Source: an optimization exercise on an open RTL-to-GDS flow (aim: small area, a short achievable clock period and few clock cycles per item). Production flows keep margins and buffers that such runs may drop.
Function was checked by simulation only, so behaviour that the tests miss may differ from the original.
No activity file was given, so power comes from the tool's default toggle rates.

==> flow/design.v (excerpt) <==
module round_robin_sleep_scheduler_unit (
  input  logic                clk_i,
  input  logic                rst_ni,
  input  logic                start,
  input  logic [17:0]         item_i,
  output logic                busy,
  input  logic                cfg_we_i,
  input  logic [7:0]          cfg_wdata_i,
  output logic                done_o,
  output logic [8:0]          result_o
);
make LEC_CHECK=0 CAP_MARGIN=20 CORE_MARGIN=2 CORE_UTILIZATION=45 CTS_CLUSTER_DIAMETER=80 CTS_CLUSTER_SIZE=25 SETUP_SLACK_MARGIN=5 SLEW_MARGIN=20 finish   # period 8.0 ns
run.sh (not shown) runs the stock make flow with config.mk's settings and CLKGATE_MAP_FILE= SYNTH_SCRIPT=/design/flow/synth_recipe.tcl, a recipe that flattens the netlist after the stock synthesis.
Testbench counts at the start, summed over its fixed seeds: cycles 8,000, items 8,000.
Edit:
Settings changed: CORE_UTILIZATION 45 to 50, CTS_CLUSTER_DIAMETER 80 to 90, CTS_CLUSTER_SIZE 25 to 28, PLACE_DENSITY_LB_ADDON set to 0.1.
What happened: The new run completed with no timing, DRC or antenna violations. Die area goes down by 9.8%. Sequential power is about the same. Setup slack is worse by 0.031 ns. First-iteration DRC count goes up by 31%. Maximum frequency goes down by 1.0%. Core utilization goes up by 5.1 points.
Edit:
Settings changed: CTS_CLUSTER_DIAMETER 90 to not set, CTS_CLUSTER_SIZE 28 to not set, PLACE_DENSITY_LB_ADDON 0.1 to not set.
The new run produced a clean layout.
Core utilization goes up by 1.7 points.
Sequential power stays flat.
Routed wire length climbs by 1.5%.
Edit:
Settings changed: ABC_AREA set to 1.
Result: The changed run went through all stages and came out clean. Area after synthesis came out higher by 7.7%. Power went up by 8.7%. Core utilization shrinks by 0.64 points. Final area grows by 7.2%. Cell count is higher by 34%. Wire length came out higher by 12%.

Setup of run 1:
Starting RTL as in the previous note.
export LEC_CHECK = 0
export ABC_AREA = 1
export CAP_MARGIN = 20
export CORE_MARGIN = 2
export CORE_UTILIZATION = 50
export SLEW_MARGIN = 20
create_clock -name core_clock -period 8.0 [get_ports {clk_i}]
standard.sh (not shown) runs the stock make flow with config.mk's settings and CLKGATE_MAP_FILE= SYNTH_SCRIPT=/design/flow/synth_recipe.tcl, a recipe that flattens the netlist after the stock synthesis.
==> flow/flow/run.sh <==
#!/bin/bash
set -euo pipefail
export SETUP_SLACK_MARGIN=5.5
bash standard.sh > standard_flow.log 2>&1
Testbench counts of run 1, summed over its fixed seeds: cycles 8,000, items 8,000.
The inputs of run 2 differ from those of run 1 as listed below.
- setting CTS_CLUSTER_DIAMETER to 80 for the first time
- setting CTS_CLUSTER_SIZE to 25 for the first time
- setting GPL_ROUTABILITY_DRIVEN to 0 for the first time
- removing ABC_AREA (formerly 1)
- setting SETUP_SLACK_MARGIN to 5 for the first time
==> flow/run.sh (new file) <==
#!/bin/bash
# synth_recipe.tcl (not shown) runs the flow's synth.tcl, then flattens the netlist and writes it again
# the make line also repeats each setting of config.mk as NAME=value (left out here)
make -C /OpenROAD-flow-scripts/flow DESIGN_CONFIG=/design/flow/config.mk WORK_HOME=/design/flow/orfs CLKGATE_MAP_FILE= SYNTH_SCRIPT=/design/flow/synth_recipe.tcl finish
removed: flow/flow/run.sh
removed: flow/standard.sh
==> notes.md <==
The worst path arrival time reported for run 2 is greater than that of run 1 by 0.33 ns. Relative to run 1, starting density of the core has increased by 0.32 points in run 2. Run comparison: run 1 launching instance or port of the critical path step_q[4]; run 2 launching instance or port of the critical path item_i[1]. When the final numbers for run 2 and run 1 were put side by side, the share of the clock period used by the worst path turned out to be greater in run 2. Setup slack: run 2 vs run 1 down 0.21 ns. Wire length of the first global-routing pass, run 2 and run 1: lower on run 2.
Input-level comparison between run 3 and run 2:
- an added ABC_CLOCK_PERIOD_IN_PS of 8000
- an added ABC_AREA of 1
- a deleted CTS_CLUSTER_SIZE that had been 25
- a deleted GPL_ROUTABILITY_DRIVEN that had been 0
- a deleted CTS_CLUSTER_DIAMETER that had been 80
## What came out
Comparing run 2 and run 3, the higher floorplan row count was measured on run 3.
[run 3] count of different cell masters after synthesis fell 29 relative to run 2
Going from run 2 to run 3, the met2 capacity usage during global routing was found to have gone up by 3.5 points.
Share of final-layout standard cells stronger than drive strength 1: run 3 vs run 2 down 4.9 points
The following lists how run 4 was set up differently from run 3:
- putting CTS_CLUSTER_SIZE at 25 where nothing was set
- swapping 50 for 55 in CORE_UTILIZATION
- putting CTS_CLUSTER_DIAMETER at 80 where nothing was set
- clearing ABC_AREA, which used to be 1
- clearing ABC_CLOCK_PERIOD_IN_PS, which used to be 8000
- Run 4: all stages complete, timing, DRC and antenna checks passed
- Compared to run 3, run 4 has routed wirelength normalized by instance count 22% higher.
- Delta (run 4 minus run 3): met2 layer wire length in the routed design lost 6.6%, post-route standard cell area excluding fillers lost 9.0%, hold path depth increased by 2 relative to the old numbers.
- Lower clock power among run 4 and run 3: run 4
- Relative to run 3, the wire length of the first global-routing pass of run 4 is lower by about 13%.
- In the metrics for run 4 and run 3, the one carrying the higher post-synthesis instance total is run 3.
- Summary of run 4 over run 3: adder and majority cell fraction of the synthesized area went up by 0.17 points, post-detailed-routing wire length went down by about 12%.
diff inputs: run 4 => run 5
- swapping 25 for 30 in CTS_CLUSTER_SIZE
- putting SYNTH_HIERARCHICAL at 1 where nothing was set
- swapping 80 for 100 in CTS_CLUSTER_DIAMETER
- swapping 55 for 50 in CORE_UTILIZATION
Looking at area growth from synthesis to final layout, run 5 sits 2.3 points below run 4.
When the final numbers for run 4 and run 5 were put side by side, the synthesized cell area turned out to be greater in run 5.
The critical path endpoint comes out wake_q[239] in one run and blk_q[15] in the other, namely in run 4 and run 5 respectively.
Relative to run 4, wire length has increased by 0.38% in run 5.
Diff run 4 -> run 5: fmax has increased; number of cells traversed by the worst register-to-register path decreased 8.
Taking run 4 as the reference point, the count of inserted tapcells of run 5 rises by about 16%.
Run 5 has sequential logic power above what run 4 had.
Compared with run 4, in run 5 setup slack has increased, first-pass GRT wire length has increased.
Input changes introduced in run 6 (baseline for comparison: run 5):
- SYNTH_HIERARCHICAL no longer set, was 1
- CTS_CLUSTER_DIAMETER no longer set, was 100
- ABC_AREA now 1, previously not set
- CORE_UTILIZATION now 65, was 50
- CTS_CLUSTER_SIZE no longer set, was 30
Notes after the runs:
- Cell at the slowest stage of the critical path = ha_1: run 6; cell at the slowest stage of the critical path = and4_4: run 5
- The die used by run 6 is smaller than the one used by run 5.
- Maximum operating frequency in run 6 is about 4% below run 5.
- Run 6 vs. run 5: average wire per cell in the routed design went down, number of nets in the finished design went up 618.
- Run 6 ended up with reg -> reg as its critical path start-end classification; run 5 ended up with in -> reg.
- On final cell count without fillers: between run 6 and run 5, it ends up lower for run 5.
- Timing startpoint of the critical path = step_q[8]: run 6; timing startpoint of the critical path = item_i[13]: run 5
- Total area of multi-input combinational cells, run 6 vs run 5: up slightly

-- afterwards: timing with drivers on the ports --
No port has a modelled driver above. Below, the same layouts with a new extraction and two added sets of constraints.
Step 1: set_driving_cell puts a clkbuf_16 on clk_i and a buf_2 on each other input, an assumption about the parent block.
Step 2 adds t to the input delays and takes it off the output delays; t is the mean of the earliest and latest rising clock arrival at the registers after step 1. Input paths then give back, and output paths get back, about the clock's delay inside the block.
Three values: no drivers, after step 1, after step 2; two values: the first two.
| run | t (ns) | setup WS [ns] | hold slack, ns | clock arrival spread, ns | pins driven straight from the clock port |
|---|---|---|---|---|---|
| the first run of note 1 | 0.611 | 5.050 / 5.045 / 4.461 | 0.461 / 0.461 / 0.461 | 0.051 / 0.051 | 1 |
| the second run of note 1 | 0.571 | 5.019 / 5.019 / 4.506 | 0.502 / 0.502 / 0.502 | 0.040 / 0.040 | 1 |
| the third run of note 1 | 0.579 | 5.057 / 5.075 / 4.496 | 0.517 / 0.517 / 0.517 | 0.025 / 0.025 | 1 |
| the fourth run of note 1 | 0.609 | 5.085 / 5.032 / 4.508 | 0.471 / 0.471 / 0.471 | 0.022 / 0.023 | 1 |
| run 1 | 0.614 | 5.280 / 5.252 / 4.800 | 0.508 / 0.508 / 0.508 | 0.018 / 0.018 | 1 |
| run 2 | 0.598 | 5.067 / 5.042 / 4.502 | 0.475 / 0.475 / 0.475 | 0.038 / 0.038 | 1 |
| run 3 | 0.609 | 5.085 / 5.032 / 4.508 | 0.471 / 0.471 / 0.471 | 0.022 / 0.023 | 1 |
| run 4 | 0.567 | 5.000 / 4.983 / 4.505 | 0.521 / 0.521 / 0.521 | 0.022 / 0.022 | 1 |
| run 5 | 0.570 | 5.049 / 5.063 / 4.507 | 0.520 / 0.520 / 0.520 | 0.028 / 0.028 | 1 |
| run 6 | 0.579 | 4.922 / 4.922 / 4.460 | 0.393 / 0.393 / 0.393 | 0.025 / 0.026 | 1 |
After both steps every run listed still meets setup and hold. For the first run of note 1, which loses most, drivers alone change the setup slack by -0.005 ns; drivers and shift together by -0.589 ns.
